Background: an optimization exercise with open tools, aiming at small area, a short achievable clock period and few clock cycles per item. Do not read the settings as production practice. For this run, only the layout was checked, not whether the RTL still works. No activity file was given, so power comes from the tool's default toggle rates.

**config.mk**
```make
export PLATFORM = sky130hd
export DESIGN_NAME = cpu_top
export DESIGN_NICKNAME = cpu_top
export VERILOG_FILES = /design/flow/design.v
export SDC_FILE = /design/flow/constraint.sdc
export NUM_CORES = 4
export LEC_CHECK = 0
export CAP_MARGIN = 20
export CORE_MARGIN = 2
export CORE_UTILIZATION = 60
export CTS_CLUSTER_DIAMETER = 100
export CTS_CLUSTER_SIZE = 24
export SLEW_MARGIN = 20
```
**constraint.sdc**
```tcl
create_clock -name core_clock -period 10.0 [get_ports {clk}]
set_input_delay 2.0000 -clock core_clock [delete_from_list [all_inputs] [get_ports {clk}]]
set_output_delay 2.0000 -clock core_clock [all_outputs]
set_load 0.01 [all_outputs]
```
**flow/run.sh**
```bash
#!/bin/bash
# Standard layout with two changes:
# - timing repair aims below the clock period: the repair steps treat any
#   path with less than SETUP_SLACK_MARGIN ns of slack as failing, so they
#   keep improving the worst path past the 10 ns constraint (TNS_END_PERCENT
#   0: only the worst path, which sets the achieved period);
# - the port buffers are plain buf_2 cells rather than the delay cell that
#   buffer_ports picks by default.
cp standard.sh standard.sh.txt
cp config.mk config.mk.txt
export SETUP_SLACK_MARGIN=6.4
export TNS_END_PERCENT=0
export BUFFER_PORTS_ARGS="-buffer_cell sky130_fd_sc_hd__buf_2"
bash standard.sh > standard.log 2>&1
```
**standard.sh**
```bash
#!/bin/bash
# synth_recipe.tcl (not shown) runs the flow's synth.tcl, then flattens the netlist and writes it again
# the make line also repeats each setting of config.mk as NAME=value (left out here)
make -C /OpenROAD-flow-scripts/flow DESIGN_CONFIG=/design/flow/config.mk WORK_HOME=/design/flow/orfs CLKGATE_MAP_FILE= SYNTH_SCRIPT=/design/flow/synth_recipe.tcl "${@:-finish}"
```
**design.v**
```verilog
`default_nettype none
package cpu_pkg;
    localparam int data_w      = 16;    
    localparam int reg_idx_w   = 4;     
    localparam int imm_w       = 5;     
    localparam int data_addr_w = 8;
    localparam int pc_w        = 8;
    localparam logic [2:0] op_add_sub  = 3'd0;
    localparam logic [2:0] op_slt_mult = 3'd1;
    localparam logic [2:0] op_load     = 3'd2;
    localparam logic [2:0] op_store    = 3'd3;
    localparam logic [2:0] op_beq      = 3'd4;
    localparam logic [2:0] op_jump     = 3'd5;
endpackage
`default_nettype wire
`timescale 1ns/10ps
`default_nettype none
import cpu_pkg::*;
module pc_unit (
    input  wire                clk,
    input  wire                rst_n,
    input  wire                redirect,      
    input  wire [pc_w-1:0]     redirect_pc,
    input  wire                hold,          
    input  wire                jump,          
    input  wire [pc_w-1:0]     jump_pc,
    output logic [pc_w-1:0]    pc
);
    always_ff @(posedge clk or negedge rst_n) begin
        if (!rst_n)
            pc <= '0;
        else if (redirect)
            pc <= redirect_pc;
        else if (jump)
            pc <= jump_pc;
        else if (!hold)
            pc <= pc + pc_w'(1);
    end
endmodule
`default_nettype wire
`timescale 1ns/10ps
`default_nettype none
import cpu_pkg::*;
module reg_file (
    input  wire                        clk,
    input  wire                        rst_n,
    input  wire [reg_idx_w-1:0]        rs_idx,
    input  wire [reg_idx_w-1:0]        rt_idx,
    input  wire                        we,
    input  wire [reg_idx_w-1:0]        wr_idx,
    input  wire [data_w-1:0]           wr_data,
    output logic [data_w-1:0]          rs_data,
    output logic [data_w-1:0]          rt_data
);
    logic [data_w-1:0] regs [16];
    logic [15:0]       written;
    always_ff @(posedge clk or negedge rst_n) begin
        if (!rst_n)
            written <= '0;
        else if (we)
            written[wr_idx] <= 1'b1;
    end
    always_ff @(posedge clk) begin
        if (we)
            regs[wr_idx] <= wr_data;
    end
    always_comb begin
        rs_data = '0;
        rt_data = '0;
        for (int r = 0; r < 16; r++) begin
            rs_data = rs_data | (regs[r] & {data_w{(rs_idx == r[3:0]) && written[r]}});
            rt_data = rt_data | (regs[r] & {data_w{(rt_idx == r[3:0]) && written[r]}});
        end
    end
endmodule
`default_nettype wire
`timescale 1ns/10ps
`default_nettype none
import cpu_pkg::*;
module exec_unit (
    input  wire                clk,
    input  wire [data_w-1:0]   a,
    input  wire [data_w-1:0]   b,
    input  wire                sub,       
    input  wire                slt,
    output logic [data_w-1:0]  alu_out,
    output logic               eq,
    output logic [data_w-1:0]  product    
);
    logic [data_w-1:0] sum;
    logic              lt;
    logic [data_w-1:0] ms;
    logic [data_w-1:0] mc;
    logic [data_w-1:0] ms_q;
    logic [data_w-1:0] mc_q;
    pfx_add #(.W(data_w)) u_alu_add (
        .a   (a),
        .b   (b ^ {data_w{sub}}),
        .cin (sub),
        .sum (sum)
    );
    assign lt      = (a[15] ^ b[15]) ? a[15] : sum[15];
    assign alu_out = slt ? {15'b0, lt} : sum;
    assign eq      = (a == b);
    mul_csa u_mul_csa (
        .a (a),
        .b (b),
        .s (ms),
        .c (mc)
    );
    always_ff @(posedge clk) begin
        ms_q <= ms;
        mc_q <= mc;
    end
    pfx_add #(.W(data_w)) u_mul_add (
        .a   (ms_q),
        .b   (mc_q),
        .cin (1'b0),
        .sum (product)
    );
endmodule
module mul_csa (
    input  wire [15:0] a,
    input  wire [15:0] b,
    output wire [15:0] s,
    output wire [15:0] c
);
    wire one0 = b[0] ^ 1'b0;
    wire two0 = (b[1] & ~b[0] & ~1'b0) | (~b[1] & b[0] & 1'b0);
    wire neg0 = b[1];
    wire p0_0 = (one0 & a[0]) ^ neg0;
    wire p0_1 = ((one0 & a[1]) | (two0 & a[0])) ^ neg0;
    wire p0_2 = ((one0 & a[2]) | (two0 & a[1])) ^ neg0;
    wire p0_3 = ((one0 & a[3]) | (two0 & a[2])) ^ neg0;
    wire p0_4 = ((one0 & a[4]) | (two0 & a[3])) ^ neg0;
    wire p0_5 = ((one0 & a[5]) | (two0 & a[4])) ^ neg0;
    wire p0_6 = ((one0 & a[6]) | (two0 & a[5])) ^ neg0;
    wire p0_7 = ((one0 & a[7]) | (two0 & a[6])) ^ neg0;
    wire p0_8 = ((one0 & a[8]) | (two0 & a[7])) ^ neg0;
    wire p0_9 = ((one0 & a[9]) | (two0 & a[8])) ^ neg0;
    wire p0_10 = ((one0 & a[10]) | (two0 & a[9])) ^ neg0;
    wire p0_11 = ((one0 & a[11]) | (two0 & a[10])) ^ neg0;
    wire p0_12 = ((one0 & a[12]) | (two0 & a[11])) ^ neg0;
    wire p0_13 = ((one0 & a[13]) | (two0 & a[12])) ^ neg0;
    wire p0_14 = ((one0 & a[14]) | (two0 & a[13])) ^ neg0;
    wire p0_15 = ((one0 & a[15]) | (two0 & a[14])) ^ neg0;
    wire one1 = b[2] ^ b[1];
    wire two1 = (b[3] & ~b[2] & ~b[1]) | (~b[3] & b[2] & b[1]);
    wire neg1 = b[3];
    wire p1_0 = (one1 & a[0]) ^ neg1;
    wire p1_1 = ((one1 & a[1]) | (two1 & a[0])) ^ neg1;
    wire p1_2 = ((one1 & a[2]) | (two1 & a[1])) ^ neg1;
    wire p1_3 = ((one1 & a[3]) | (two1 & a[2])) ^ neg1;
    wire p1_4 = ((one1 & a[4]) | (two1 & a[3])) ^ neg1;
    wire p1_5 = ((one1 & a[5]) | (two1 & a[4])) ^ neg1;
    wire p1_6 = ((one1 & a[6]) | (two1 & a[5])) ^ neg1;
    wire p1_7 = ((one1 & a[7]) | (two1 & a[6])) ^ neg1;
    wire p1_8 = ((one1 & a[8]) | (two1 & a[7])) ^ neg1;
    wire p1_9 = ((one1 & a[9]) | (two1 & a[8])) ^ neg1;
    wire p1_10 = ((one1 & a[10]) | (two1 & a[9])) ^ neg1;
    wire p1_11 = ((one1 & a[11]) | (two1 & a[10])) ^ neg1;
    wire p1_12 = ((one1 & a[12]) | (two1 & a[11])) ^ neg1;
    wire p1_13 = ((one1 & a[13]) | (two1 & a[12])) ^ neg1;
    wire one2 = b[4] ^ b[3];
    wire two2 = (b[5] & ~b[4] & ~b[3]) | (~b[5] & b[4] & b[3]);
    wire neg2 = b[5];
    wire p2_0 = (one2 & a[0]) ^ neg2;
    wire p2_1 = ((one2 & a[1]) | (two2 & a[0])) ^ neg2;
    wire p2_2 = ((one2 & a[2]) | (two2 & a[1])) ^ neg2;
    wire p2_3 = ((one2 & a[3]) | (two2 & a[2])) ^ neg2;
    wire p2_4 = ((one2 & a[4]) | (two2 & a[3])) ^ neg2;
    wire p2_5 = ((one2 & a[5]) | (two2 & a[4])) ^ neg2;
    wire p2_6 = ((one2 & a[6]) | (two2 & a[5])) ^ neg2;
    wire p2_7 = ((one2 & a[7]) | (two2 & a[6])) ^ neg2;
    wire p2_8 = ((one2 & a[8]) | (two2 & a[7])) ^ neg2;
    wire p2_9 = ((one2 & a[9]) | (two2 & a[8])) ^ neg2;
    wire p2_10 = ((one2 & a[10]) | (two2 & a[9])) ^ neg2;
    wire p2_11 = ((one2 & a[11]) | (two2 & a[10])) ^ neg2;
    wire one3 = b[6] ^ b[5];
    wire two3 = (b[7] & ~b[6] & ~b[5]) | (~b[7] & b[6] & b[5]);
    wire neg3 = b[7];
    wire p3_0 = (one3 & a[0]) ^ neg3;
    wire p3_1 = ((one3 & a[1]) | (two3 & a[0])) ^ neg3;
    wire p3_2 = ((one3 & a[2]) | (two3 & a[1])) ^ neg3;
    wire p3_3 = ((one3 & a[3]) | (two3 & a[2])) ^ neg3;
    wire p3_4 = ((one3 & a[4]) | (two3 & a[3])) ^ neg3;
    wire p3_5 = ((one3 & a[5]) | (two3 & a[4])) ^ neg3;
    wire p3_6 = ((one3 & a[6]) | (two3 & a[5])) ^ neg3;
    wire p3_7 = ((one3 & a[7]) | (two3 & a[6])) ^ neg3;
    wire p3_8 = ((one3 & a[8]) | (two3 & a[7])) ^ neg3;
    wire p3_9 = ((one3 & a[9]) | (two3 & a[8])) ^ neg3;
    wire one4 = b[8] ^ b[7];
    wire two4 = (b[9] & ~b[8] & ~b[7]) | (~b[9] & b[8] & b[7]);
    wire neg4 = b[9];
    wire p4_0 = (one4 & a[0]) ^ neg4;
    wire p4_1 = ((one4 & a[1]) | (two4 & a[0])) ^ neg4;
    wire p4_2 = ((one4 & a[2]) | (two4 & a[1])) ^ neg4;
    wire p4_3 = ((one4 & a[3]) | (two4 & a[2])) ^ neg4;
    wire p4_4 = ((one4 & a[4]) | (two4 & a[3])) ^ neg4;
    wire p4_5 = ((one4 & a[5]) | (two4 & a[4])) ^ neg4;
    wire p4_6 = ((one4 & a[6]) | (two4 & a[5])) ^ neg4;
    wire p4_7 = ((one4 & a[7]) | (two4 & a[6])) ^ neg4;
    wire one5 = b[10] ^ b[9];
    wire two5 = (b[11] & ~b[10] & ~b[9]) | (~b[11] & b[10] & b[9]);
    wire neg5 = b[11];
    wire p5_0 = (one5 & a[0]) ^ neg5;
    wire p5_1 = ((one5 & a[1]) | (two5 & a[0])) ^ neg5;
    wire p5_2 = ((one5 & a[2]) | (two5 & a[1])) ^ neg5;
    wire p5_3 = ((one5 & a[3]) | (two5 & a[2])) ^ neg5;
    wire p5_4 = ((one5 & a[4]) | (two5 & a[3])) ^ neg5;
    wire p5_5 = ((one5 & a[5]) | (two5 & a[4])) ^ neg5;
    wire one6 = b[12] ^ b[11];
    wire two6 = (b[13] & ~b[12] & ~b[11]) | (~b[13] & b[12] & b[11]);
    wire neg6 = b[13];
    wire p6_0 = (one6 & a[0]) ^ neg6;
    wire p6_1 = ((one6 & a[1]) | (two6 & a[0])) ^ neg6;
    wire p6_2 = ((one6 & a[2]) | (two6 & a[1])) ^ neg6;
    wire p6_3 = ((one6 & a[3]) | (two6 & a[2])) ^ neg6;
    wire one7 = b[14] ^ b[13];
    wire two7 = (b[15] & ~b[14] & ~b[13]) | (~b[15] & b[14] & b[13]);
    wire neg7 = b[15];
    wire p7_0 = (one7 & a[0]) ^ neg7;
    wire p7_1 = ((one7 & a[1]) | (two7 & a[0])) ^ neg7;
    wire s1 = p0_10 ^ p1_8;
    wire c2 = p0_10 & p1_8;
    wire s3 = p0_11 ^ p1_9;
    wire c4 = p0_11 & p1_9;
    wire s5 = p0_12 ^ p1_10 ^ p2_8;
    wire c6 = (p0_12 & p1_10) | (p0_12 & p2_8) | (p1_10 & p2_8);
    wire s7 = p3_6 ^ p4_4;
    wire c8 = p3_6 & p4_4;
    wire s9 = p0_13 ^ p1_11 ^ p2_9;
    wire c10 = (p0_13 & p1_11) | (p0_13 & p2_9) | (p1_11 & p2_9);
    wire s11 = p3_7 ^ p4_5;
    wire c12 = p3_7 & p4_5;
    wire s13 = p0_14 ^ p1_12 ^ p2_10;
    wire c14 = (p0_14 & p1_12) | (p0_14 & p2_10) | (p1_12 & p2_10);
    wire s15 = p3_8 ^ p4_6 ^ p5_4;
    wire c16 = (p3_8 & p4_6) | (p3_8 & p5_4) | (p4_6 & p5_4);
    wire s17 = p6_2 ^ p7_0;
    wire c18 = p6_2 & p7_0;
    wire s19 = p0_6 ^ p1_4;
    wire c20 = p0_6 & p1_4;
    wire s21 = p0_7 ^ p1_5;
    wire c22 = p0_7 & p1_5;
    wire s23 = p0_8 ^ p1_6 ^ p2_4;
    wire c24 = (p0_8 & p1_6) | (p0_8 & p2_4) | (p1_6 & p2_4);
    wire s25 = p3_2 ^ p4_0;
    wire c26 = p3_2 & p4_0;
    wire s27 = p0_9 ^ p1_7 ^ p2_5;
    wire c28 = (p0_9 & p1_7) | (p0_9 & p2_5) | (p1_7 & p2_5);
    wire s29 = p3_3 ^ p4_1;
    wire c30 = p3_3 & p4_1;
    wire s31 = p2_6 ^ p3_4 ^ p4_2;
    wire c32 = (p2_6 & p3_4) | (p2_6 & p4_2) | (p3_4 & p4_2);
    wire s33 = p5_0 ^ neg5 ^ s1;
    wire c34 = (p5_0 & neg5) | (p5_0 & s1) | (neg5 & s1);
    wire s35 = p2_7 ^ p3_5 ^ p4_3;
    wire c36 = (p2_7 & p3_5) | (p2_7 & p4_3) | (p3_5 & p4_3);
    wire s37 = p5_1 ^ s3 ^ c2;
    wire c38 = (p5_1 & s3) | (p5_1 & c2) | (s3 & c2);
    wire s39 = p5_2 ^ p6_0 ^ neg6;
    wire c40 = (p5_2 & p6_0) | (p5_2 & neg6) | (p6_0 & neg6);
    wire s41 = s5 ^ s7 ^ c4;
    wire c42 = (s5 & s7) | (s5 & c4) | (s7 & c4);
    wire s43 = p5_3 ^ p6_1 ^ s9;
    wire c44 = (p5_3 & p6_1) | (p5_3 & s9) | (p6_1 & s9);
    wire s45 = s11 ^ c6 ^ c8;
    wire c46 = (s11 & c6) | (s11 & c8) | (c6 & c8);
    wire s47 = neg7 ^ s13 ^ s15;
    wire c48 = (neg7 & s13) | (neg7 & s15) | (s13 & s15);
    wire s49 = s17 ^ c10 ^ c12;
    wire c50 = (s17 & c10) | (s17 & c12) | (c10 & c12);
    wire s51 = p0_4 ^ p1_2;
    wire c52 = p0_4 & p1_2;
    wire s53 = p0_5 ^ p1_3;
    wire c54 = p0_5 & p1_3;
    wire s55 = p2_2 ^ p3_0 ^ neg3;
    wire c56 = (p2_2 & p3_0) | (p2_2 & neg3) | (p3_0 & neg3);
    wire s57 = p2_3 ^ p3_1 ^ s21;
    wire c58 = (p2_3 & p3_1) | (p2_3 & s21) | (p3_1 & s21);
    wire s59 = neg4 ^ s23 ^ s25;
    wire c60 = (neg4 & s23) | (neg4 & s25) | (s23 & s25);
    wire s61 = s27 ^ s29 ^ c24;
    wire c62 = (s27 & s29) | (s27 & c24) | (s29 & c24);
    wire s63 = s31 ^ s33 ^ c28;
    wire c64 = (s31 & s33) | (s31 & c28) | (s33 & c28);
    wire s65 = s35 ^ s37 ^ c32;
    wire c66 = (s35 & s37) | (s35 & c32) | (s37 & c32);
    wire s67 = s39 ^ s41 ^ c36;
    wire c68 = (s39 & s41) | (s39 & c36) | (s41 & c36);
    wire s69 = s43 ^ s45 ^ c40;
    wire c70 = (s43 & s45) | (s43 & c40) | (s45 & c40);
    wire s71 = s47 ^ s49 ^ c44;
    wire c72 = (s47 & s49) | (s47 & c44) | (s49 & c44);
    wire s73 = p0_2 ^ p1_0;
    wire c74 = p0_2 & p1_0;
    wire s75 = p0_3 ^ p1_1;
    wire c76 = p0_3 & p1_1;
    wire s77 = p2_0 ^ neg2 ^ s51;
    wire c78 = (p2_0 & neg2) | (p2_0 & s51) | (neg2 & s51);
    wire s79 = p2_1 ^ s53 ^ c52;
    wire c80 = (p2_1 & s53) | (p2_1 & c52) | (s53 & c52);
    wire s81 = s19 ^ s55 ^ c54;
    wire c82 = (s19 & s55) | (s19 & c54) | (s55 & c54);
    wire s83 = c20 ^ s57 ^ c56;
    wire c84 = (c20 & s57) | (c20 & c56) | (s57 & c56);
    wire s85 = c22 ^ s59 ^ c58;
    wire c86 = (c22 & s59) | (c22 & c58) | (s59 & c58);
    wire s87 = c26 ^ s61 ^ c60;
    wire c88 = (c26 & s61) | (c26 & c60) | (s61 & c60);
    wire s89 = c30 ^ s63 ^ c62;
    wire c90 = (c30 & s63) | (c30 & c62) | (s63 & c62);
    wire s91 = c34 ^ s65 ^ c64;
    wire c92 = (c34 & s65) | (c34 & c64) | (s65 & c64);
    wire s93 = c38 ^ s67 ^ c66;
    wire c94 = (c38 & s67) | (c38 & c66) | (s67 & c66);
    wire s95 = c42 ^ s69 ^ c68;
    wire c96 = (c42 & s69) | (c42 & c68) | (s69 & c68);
    wire s97 = c46 ^ s71 ^ c70;
    wire c98 = (c46 & s71) | (c46 & c70) | (s71 & c70);
    wire x99 = p0_15 ^ p1_13;
    wire x100 = p2_11 ^ p3_9;
    wire x101 = p4_7 ^ p5_5;
    wire x102 = p6_3 ^ p7_1;
    wire x103 = c18 ^ x99;
    wire x104 = x100 ^ x101;
    wire x105 = x102 ^ c14;
    wire x106 = c16 ^ x103;
    wire x107 = x104 ^ x105;
    wire x108 = x106 ^ c48;
    wire x109 = c50 ^ x107;
    wire x110 = x108 ^ x109;
    wire x111 = c72 ^ x110;
    wire x112 = x111 ^ c98;
    assign s[0] = p0_0;
    assign c[0] = neg0;
    assign s[1] = p0_1;
    assign c[1] = 1'b0;
    assign s[2] = neg1;
    assign c[2] = s73;
    assign s[3] = s75;
    assign c[3] = c74;
    assign s[4] = s77;
    assign c[4] = c76;
    assign s[5] = s79;
    assign c[5] = c78;
    assign s[6] = s81;
    assign c[6] = c80;
    assign s[7] = s83;
    assign c[7] = c82;
    assign s[8] = s85;
    assign c[8] = c84;
    assign s[9] = s87;
    assign c[9] = c86;
    assign s[10] = s89;
    assign c[10] = c88;
    assign s[11] = s91;
    assign c[11] = c90;
    assign s[12] = s93;
    assign c[12] = c92;
    assign s[13] = s95;
    assign c[13] = c94;
    assign s[14] = s97;
    assign c[14] = c96;
    assign s[15] = x112;
    assign c[15] = 1'b0;
endmodule
module pfx_add #(
    parameter int W = 16
) (
    input  wire [W-1:0]  a,
    input  wire [W-1:0]  b,
    input  wire          cin,
    output wire [W-1:0]  sum
);
    localparam int L = (W <= 8) ? 3 : 4;    
    wire [(L+1)*W-1:0] g;
    wire [(L+1)*W-1:0] p;
    assign g[0] = (a[0] & b[0]) | (cin & (a[0] ^ b[0]));
    assign p[0] = a[0] ^ b[0];
    assign g[W-1:1] = a[W-1:1] & b[W-1:1];
    assign p[W-1:1] = a[W-1:1] ^ b[W-1:1];
    genvar l, i;
    generate
        for (l = 0; l < L; l++) begin : g_lvl
            for (i = 0; i < W; i++) begin : g_bit
                if ((i >> l) & 1) begin : g_op
                    localparam int j = ((i >> l) << l) - 1;
                    assign g[(l+1)*W + i] = g[l*W + i] | (p[l*W + i] & g[l*W + j]);
                    assign p[(l+1)*W + i] = p[l*W + i] & p[l*W + j];
                end else begin : g_pass
                    assign g[(l+1)*W + i] = g[l*W + i];
                    assign p[(l+1)*W + i] = p[l*W + i];
                end
            end
        end
    endgenerate
    assign sum = a ^ b ^ {g[L*W +: W-1], cin};
endmodule
`default_nettype wire
`timescale 1ns/10ps
`default_nettype none
import cpu_pkg::*;
module cpu_control (
    input  wire [data_w-1:0]     w,
    output logic                 reads_rs,
    output logic                 reads_rt,
    output logic                 writes,
    output logic [reg_idx_w-1:0] wr_idx,
    output logic                 is_alu,     
    output logic                 is_sub,     
    output logic                 is_slt,
    output logic                 is_mult,
    output logic                 is_load,
    output logic                 is_store,
    output logic                 is_beq
);
    logic [2:0] opc;
    assign opc = w[15:13];
    assign is_load  = (opc == op_load);
    assign is_store = (opc == op_store);
    assign is_beq   = (opc == op_beq);
    assign is_mult  = (opc == op_slt_mult) && w[0];
    assign is_slt   = (opc == op_slt_mult) && !w[0];
    assign is_alu   = (opc == op_add_sub) || is_slt;
    assign is_sub   = ((opc == op_add_sub) && w[0]) || is_slt;
    assign reads_rs = (opc <= op_beq);
    assign reads_rt = (opc <= op_beq) && (opc != op_load);
    assign writes   = (opc <= op_load);
    assign wr_idx   = is_load ? w[8:5] : w[4:1];
endmodule
`default_nettype wire
`timescale 1ns/10ps
`default_nettype none
import cpu_pkg::*;
module cpu_top #(
    parameter int inst_addr_w = 8
) (
    input  wire                     clk,
    input  wire                     rst_n,
    input  wire [data_w-1:0]        inst_rdata,
    input  wire [data_w-1:0]        data_rdata,
    output logic [inst_addr_w-1:0]  inst_addr,
    output logic [data_addr_w-1:0]  data_addr,
    output logic [data_w-1:0]       data_wdata,
    output logic                    data_we,
    output logic                    io_stall
);
    logic              i_valid;
    logic              d_valid;
    logic              d_stall;      
    logic [pc_w-1:0]   d_btgt;
    logic [data_w-1:0] ir;
    logic              e_valid;
    logic [data_w-1:0] e_a;
    logic [data_w-1:0] e_b;
    logic [4:0]        e_alo;        
    logic              e_ac;         
    logic [2:0]        e_ahi;        
    logic [2:0]        e_ahi1;       
    logic [pc_w-1:0]   e_btgt;
    logic              e_writes;
    logic [3:0]        e_wd;
    logic              e_alu;
    logic              e_sub;
    logic              e_slt;
    logic              e_load;
    logic              e_mult;
    logic              e_beq;
    logic              w_we;
    logic [3:0]        w_rd;
    logic              w_load;
    logic              w_mult;
    logic [data_w-1:0] w_res;
    logic              stall_q;
    logic              we_q;
    logic              redirect;
    logic              hz_i;
    logic              jump_i;
    logic              beq_self_i;
    logic [pc_w-1:0]   jump_pc_i;
    logic [pc_w-1:0]   btgt_i;       
    logic [2:0]        opc_i;
    logic              i_reads_rs;
    logic              i_reads_rt;
    logic              d_late;
    assign opc_i      = inst_rdata[15:13];
    assign beq_self_i = (opc_i == op_beq) && (inst_rdata[12:9] == inst_rdata[8:5]);
    assign jump_i     = i_valid && ((opc_i == op_jump) || beq_self_i);
    logic [5:0] btgt_lo;
    logic [2:0] pc_hi;
    logic [2:0] pc_hi_p1;
    logic [2:0] pc_hi_m1;
    assign btgt_lo  = {1'b0, inst_addr[4:0]} + {1'b0, inst_rdata[4:0]};
    assign pc_hi    = inst_addr[7:5];
    assign pc_hi_p1 = pc_hi + 3'd1;
    assign pc_hi_m1 = pc_hi - 3'd1;
    assign btgt_i   = {(btgt_lo[5] == inst_rdata[4]) ? pc_hi : btgt_lo[5] ? pc_hi_p1 : pc_hi_m1,
                       btgt_lo[4:0]};
    assign jump_pc_i  = beq_self_i ? btgt_i : inst_rdata[7:0];
    assign i_reads_rs = (opc_i <= op_store) || ((opc_i == op_beq) && !beq_self_i);
    assign i_reads_rt = (opc_i != op_load) && i_reads_rs;
    assign hz_i = i_valid && d_late && !redirect &&
                  ((i_reads_rs && (inst_rdata[12:9] == ir_wd)) ||
                   (i_reads_rt && (inst_rdata[8:5] == ir_wd)));
    logic [3:0] ir_wd;
    pc_unit u_pc_unit (
        .clk         (clk),
        .rst_n       (rst_n),
        .redirect    (redirect),
        .redirect_pc (e_btgt),
        .hold        (hz_i),
        .jump        (jump_i && !redirect),
        .jump_pc     (jump_pc_i),
        .pc          (inst_addr)
    );
    always_ff @(posedge clk or negedge rst_n) begin
        if (!rst_n)
            i_valid <= 1'b0;
        else
            i_valid <= !(redirect || hz_i || jump_i);
    end
    always_ff @(posedge clk or negedge rst_n) begin
        if (!rst_n) begin
            d_valid <= 1'b0;
            d_stall <= 1'b0;
        end else begin
            if (!d_stall)
                d_valid <= i_valid && !redirect;
            d_stall <= hz_i;
        end
    end
    always_ff @(posedge clk) begin
        if (!d_stall) begin
            ir   <= inst_rdata;
            d_btgt <= btgt_i;
        end
    end
    logic                 d_reads_rs;
    logic                 d_reads_rt;
    logic                 d_writes;
    logic [3:0]           d_wd;
    logic                 d_alu;
    logic                 d_sub;
    logic                 d_slt;
    logic                 d_mult;
    logic                 d_load;
    logic                 d_store;
    logic                 d_beq;
    logic [3:0]           d_rs;
    logic [3:0]           d_rt;
    logic [data_w-1:0]    rf_a;
    logic [data_w-1:0]    rf_b;
    logic [data_w-1:0]    d_a;
    logic [data_w-1:0]    d_b;
    logic [data_w-1:0]    alu_out;
    logic [data_w-1:0]    product;
    logic [data_w-1:0]    w_data;
    logic                 e_eq;
    logic                 e_fwd;      
    logic                 hit_ea;
    logic                 hit_eb;
    logic                 hit_wa;
    logic                 hit_wb;
    logic                 d_go;       
    assign d_rs  = ir[12:9];
    assign d_rt  = ir[8:5];
    assign ir_wd = d_wd;
    cpu_control u_cpu_control (
        .w        (ir),
        .reads_rs (d_reads_rs),
        .reads_rt (d_reads_rt),
        .writes   (d_writes),
        .wr_idx   (d_wd),
        .is_alu   (d_alu),
        .is_sub   (d_sub),
        .is_slt   (d_slt),
        .is_mult  (d_mult),
        .is_load  (d_load),
        .is_store (d_store),
        .is_beq   (d_beq)
    );
    assign d_late = d_valid && !d_stall && (d_load || d_mult);
    reg_file u_reg_file (
        .clk     (clk),
        .rst_n   (rst_n),
        .rs_idx  (d_rs),
        .rt_idx  (d_rt),
        .we      (w_we),
        .wr_idx  (w_rd),
        .wr_data (w_data),
        .rs_data (rf_a),
        .rt_data (rf_b)
    );
    assign e_fwd  = e_valid && e_writes && e_alu;
    assign hit_ea = e_fwd && (e_wd == d_rs);
    assign hit_eb = e_fwd && (e_wd == d_rt);
    assign hit_wa = w_we && (w_rd == d_rs);
    assign hit_wb = w_we && (w_rd == d_rt);
    assign d_a = hit_ea ? alu_out : hit_wa ? w_data : rf_a;
    assign d_b = hit_eb ? alu_out : hit_wb ? w_data : rf_b;
    assign redirect = e_valid && e_beq && e_eq;
    logic [7:0] imm8;
    logic [7:0] imm8_p1;
    logic [7:0] bx8;
    logic [7:0] cs_s;
    logic [7:0] cs_c;
    logic [7:0] addr_sum;
    logic [7:0] addr_e;
    logic       e_lt;
    assign imm8    = {{3{ir[4]}}, ir[4:0]};
    assign imm8_p1 = imm8 + 8'd1;
    assign bx8     = e_b[7:0] ^ {8{e_sub}};
    assign cs_s    = e_a[7:0] ^ bx8 ^ imm8;
    assign cs_c    = (e_a[7:0] & bx8) | (e_a[7:0] & imm8) | (bx8 & imm8);
    assign e_lt    = alu_out[0];
    pfx_add #(.W(8)) u_addr_e_add (
        .a   (cs_s),
        .b   ({cs_c[6:0], 1'b0}),
        .cin (e_sub),
        .sum (addr_sum)
    );
    assign addr_e = e_slt ? (e_lt ? imm8_p1 : imm8) : addr_sum;
    logic [7:0] base_d;
    logic [5:0] addr_lo;
    logic [2:0] addr_hi;
    logic [2:0] addr_hi1;
    assign base_d   = hit_wa ? w_data[7:0] : rf_a[7:0];
    assign addr_lo  = {1'b0, base_d[4:0]} + {1'b0, ir[4:0]};
    assign addr_hi  = ir[4] ? base_d[7:5] - 3'd1 : base_d[7:5];
    assign addr_hi1 = ir[4] ? base_d[7:5] : base_d[7:5] + 3'd1;
    assign d_go     = d_valid && !d_stall && !redirect;
    always_ff @(posedge clk or negedge rst_n) begin
        if (!rst_n)
            e_valid <= 1'b0;
        else
            e_valid <= d_go;
    end
    always_ff @(posedge clk) begin
        e_a      <= d_a;
        e_b      <= d_b;
        e_alo    <= hit_ea ? addr_e[4:0] : addr_lo[4:0];
        e_ac     <= !hit_ea && addr_lo[5];
        e_ahi    <= hit_ea ? addr_e[7:5] : addr_hi;
        e_ahi1   <= addr_hi1;
        e_btgt   <= d_btgt;
        e_writes <= d_writes;
        e_wd     <= d_wd;
        e_alu    <= d_alu;
        e_sub    <= d_sub;
        e_slt    <= d_slt;
        e_load   <= d_load;
        e_mult   <= d_mult;
        e_beq    <= d_beq && (d_rs != d_rt);
    end
    exec_unit u_exec_unit (
        .clk     (clk),
        .a       (e_a),
        .b       (e_b),
        .sub     (e_sub),
        .slt     (e_slt),
        .alu_out (alu_out),
        .eq      (e_eq),
        .product (product)
    );
    always_ff @(posedge clk or negedge rst_n) begin
        if (!rst_n) begin
            stall_q <= 1'b1;
            we_q    <= 1'b0;
        end else begin
            stall_q <= !d_go;
            we_q    <= d_go && d_store;
        end
    end
    assign io_stall   = stall_q;
    assign data_we    = we_q;
    assign data_addr  = {e_ac ? e_ahi1 : e_ahi, e_alo};
    assign data_wdata = e_b;
    always_ff @(posedge clk or negedge rst_n) begin
        if (!rst_n)
            w_we <= 1'b0;
        else
            w_we <= e_valid && e_writes;
    end
    always_ff @(posedge clk) begin
        w_rd   <= e_wd;
        w_load <= e_load;
        w_mult <= e_mult;
        w_res  <= alu_out;
    end
    assign w_data = w_load ? data_rdata : w_mult ? product : w_res;
endmodule
`default_nettype wire
```
==> parameters.txt <==
Parameter                              Value

Status
  Outcome    complete, no violations

Drt
  Wire per inst    27.4 um
  First-pass detailed-route iteration total    7
  Drc violations    0
  Via-to-Cell Ratio    6.81
  Antenna-violating nets left    0
  Aggregate routed wire length    74900 um
  DRT iter0 DRCs    2748
  Vias after detailed routing    18600

Pwr
  Clock share of power    14.2%
  Static leakage power    slightly above 0.01 uW
  Power density relative to cell area    268 mW/mm^2
  Internal Pwr Total    4040 uW
  Share of total power in combinational logic    between 40% and 50%
  Maximum vdd drop    roughly 0.0002 V
  Overall power    6750 uW
  Part of the power in registers    38.4%
  Switching power of the nets    2710 uW
  Switching share of power    40.1%

STA
  Final count of negative-setup-slack endpoints    0
  Post-route setup slack    6120 ps
  Highest clock frequency the design can meet    0.258 GHz
  Transition time of the tightest slew-check pin    1210 ps
  Setup total negative slack    0 ps
  Number of endpoints with negative hold slack in the final report    0
  Final period util    38.8%
  Relative max-transition margin    19.3%
  Worst clock skew    between 30 and 40 ps
  Final min period    3880 ps
  RSZ-0062 raised after global routing    true
  Max Transition Viols Final    0

Synthesis
  Top_reg_cell synth    sky130_fd_sc_hd__edfxtp_1
  Post-synth net total    2364
  Distinct cell type count after synthesis    69
  Combined area of all synthesized cells    0.0232 sq mm
  Cell count after synthesis    between 2000 and 2500
  Area share of the largest cell type after synthesis    a little over a third
  Mean instance size in the synthesized netlist    10.5 sq um
  Portion of the post-synthesis area used by sequential elements    49.6%
  Count leader, synth    sky130_fd_sc_hd__edfxtp_1
  Yosys warns    4
  Top area cells in the synthesized netlist    sky130_fd_sc_hd__edfxtp_1 (36%), sky130_fd_sc_hd__dfxtp_1 (9.9%), sky130_fd_sc_hd__a22oi_1 (9.0%)
  Most area-hungry cell type in the Yosys netlist    sky130_fd_sc_hd__edfxtp_1
  Number of synthesized flops with an enable pin    280
  Flop and latch count out of synthesis    426
  Post-synthesis async set-or-reset flop share    7.28%
  List of most frequent post-synthesis cells    sky130_fd_sc_hd__edfxtp_1 (280), sky130_fd_sc_hd__a22oi_1 (279), sky130_fd_sc_hd__nand2_1 (213), sky130_fd_sc_hd__clkbuf_1 (153), sky130_fd_sc_hd__nor2_1 (149)

Clocking
  H-tree depth    1
  Num CTS Buffers    21
  Clock-pin slew of the registers on the worst-case setup and hold paths    approximately 100 ps
  CTS Root Buffer Type    sky130_fd_sc_hd__clkbuf_16
  Clock tree sinks    around 430
  Source-to-sink clock delay at the later pin of the worst-skew pair    570 ps
  Cts hold-fix bufs    0
  CTS tree    yes
  Maximum root-to-sink buffer count    3

Placed design
  Cell Area, Placed    between 0.02 and 0.025 sq mm
  Minimum setup slack after placement    5580 ps
  Port Buf Inserts    67
  Routability Congestion    0.919
  Placed cells    2683
  HPWL after detailed placement    47600 um

Hold path
  Path category of the worst min-delay check    reg -> reg

Die
  Width of the chip    200 um
  Number of placement rows    71
  Number of ports placed on the die boundary    68
  Total die area    0.0402 sq mm
  Floorplan Core Area    0.0378 sq mm
  Die height    200 um
  Effective utilization at floorplan    slightly above 60%

Finish
  Final instance count without filler cells    2738
  Total of fill cells in the finished design    2988
  Number of nets in the layout    2365
  ANT cells    0
  Share of layout cells above drive strength 1    11.9%
  Syn-to-layout area delta    8.57%
  Post-route cell area    0.0251 sq mm

Global routing
  Met3 Track Usage GR    8.54%
  Maximum number of pins on one net before global-route repair    37
  Global routing usage on met2    54.1%
  Met1 usage    roughly 53%
  Vias in the first global route    17500
  Total congestion overflow after global routing    0
  Global routing's busiest layer    met2
  Global-route wire length before repair    110000 um
  Antenna violations before repair    0
  Global-route total usage across every layer    36.5%

Setup path
  CP Data Required Time    10470 ps
  Peak per-stage delay on the critical path    around 570 ps
  Number of buffer and inverter stages on the critical path    1
  Critical Path, Cell by Cell    buf_12, xor2_1, and2_4, a221oi_4, fa_1, fa_1, fa_1, fa_2, xnor2_2, xnor2_1, xnor2_1, xnor2_1, xnor2_1
  Critical-path top delay cell    sky130_fd_sc_hd__fa_1
  WS Path Type    reg -> reg
  Data arrival time at the worst-slack endpoint    4350 ps
  Maximum fanout count along the critical path    18
  Delay-heaviest family, CP    adder cells
  Most frequent cell on the critical path    sky130_fd_sc_hd__xnor2_1
  Critical path capture point type    flop
  Startpoint kind of the worst setup timing path    flop

Run
  Number of max-cap violations    0
-- final cells by class --
| cell class | count | area (sq um) | share of cell area (%) |
|---|---|---|---|
| clock inverter | 2 | 17.5 | 0.0697 |
| tap | 511 | 639 | 2.54 |
| multi-input combinational | 1499 | 10800 | 43.1 |
| timing repair buffer | 150 | 1130 | 4.48 |
| sequential | 426 | 11500 | 45.8 |
| clock buffer | 36 | 582 | 2.31 |
| inverter | 114 | 428 | 1.70 |
-- registers in the layout (all words and copies together), names as in the netlist, 5 cells and up --
register / count
u_reg_file.regs: 256
e_a: 16
e_b: 16
ir: 16
u_exec_unit.ms_q: 16
u_reg_file.written: 16
w_res: 16
u_exec_unit.mc_q: 14
d_btgt: 8
e_btgt: 8
u_pc_unit.pc: 8
e_alo: 5
-- worst paths after layout --
check / start / to / slack, ps / depth (start not counted)
min: d_btgt[6] / e_btgt[6] / 340 / 0
max reg2reg: e_b[7] / u_exec_unit.ms_q[15] / 6120 / 13
max in group asynchronous: rst_n / u_reg_file.written[7] / 8020 / 1
min reg2reg: d_btgt[6] / e_btgt[6] / 340 / 0
max: e_b[7] / u_exec_unit.ms_q[15] / 6120 / 13
min in group asynchronous: rst_n / u_pc_unit.pc[2] / 1480 / 1
-- power by group through the flow --
| stage | clock [uW] | combinational (uW) | sequential [uW] |
|---|---|---|---|
| after floorplan | 0 | 2230 | 2480 |
| after global placement | 0 | 2970 | 2600 |
| after detailed placement | 0 | 3030 | 2610 |
| after CTS | 956 | 3150 | 2570 |
| after global routing | 1020 | 3540 | 2620 |
| final | 956 | 3200 | 2590 |
-- what timing repair did --
item	CTS	global route
cloned	3	1
pin swaps	6	7
resized for setup	62	16
buffers inserted	10	3
endpoints found under the setup margin	31	45
-- metrics by stage --
stage               hold slack [ps]  utilization, %
floorplan                       310               -
global placement                310            63.6
detailed placement              327            63.6
CTS                             343            66.2
global route                    349            66.4
finish                          336            66.4
-- cells in the final DEF (no fill, tap or decap), types with 67 or more instances in the layout --
| cell | count |
|---|---|
| sky130_fd_sc_hd__buf_4 | 73 |
| sky130_fd_sc_hd__dfxtp_1 | 101 |
| sky130_fd_sc_hd__a22oi_1 | 277 |
| sky130_fd_sc_hd__inv_1 | 113 |
| sky130_fd_sc_hd__edfxtp_1 | 280 |
| sky130_fd_sc_hd__o21ai_0 | 83 |
| sky130_fd_sc_hd__a21oi_1 | 95 |
| sky130_fd_sc_hd__nand2_1 | 208 |
| sky130_fd_sc_hd__xnor2_1 | 72 |
| sky130_fd_sc_hd__buf_2 | 67 |
| sky130_fd_sc_hd__nor2_1 | 135 |
-- routing by layer --
metal | wire [um] | part of all wire (%)
met1 | 29800 | 40
met2 | 32700 | 44
met3 | 9800 | 13
met4 | 2620 | 3.5
met5 | 0 | 0
-- logic make-up after synthesis --
kind of cell               after synthesis  synth area share [%]
buffers and inverters                  286                  4.69
xor gates and xnor gates               141                  5.33
DFF                                    426                  49.6
and+or+nand+nor                        551                  11.1
adders and majority gates              119                  8.11
AOI/OAI and AO/OA                      635                  18.9
muxes                                   53                  2.34

==> what the ideal ports hide <==
The results above use ideal ports. As a check the final layout listed here was re-extracted and re-timed, cells and wires unchanged. Step 1 sets driving cells, clkbuf_16 on the clock port and buf_2 on the other inputs (assumed; they add their load-dependent delay and slew). Step 2, shift: input delay + t, output delay - t, t = (earliest + latest rising clock arrival at the registers) / 2. This alone moves slack from input paths to output paths. Three values: ideal ports, drivers, drivers and shift; two values: the first two.
t, ns: 0.610
setup WS [ns]: 6.124 / 6.124 / 5.654
hold slack, ns: 0.336 / 0.336 / 0.336
worst setup path at the end: input to register
pins driven straight from the clock port: 1
After both steps setup and hold are still met in this run. For this run, drivers alone change the setup slack by 0.000 ns; drivers and shift together by -0.470 ns.
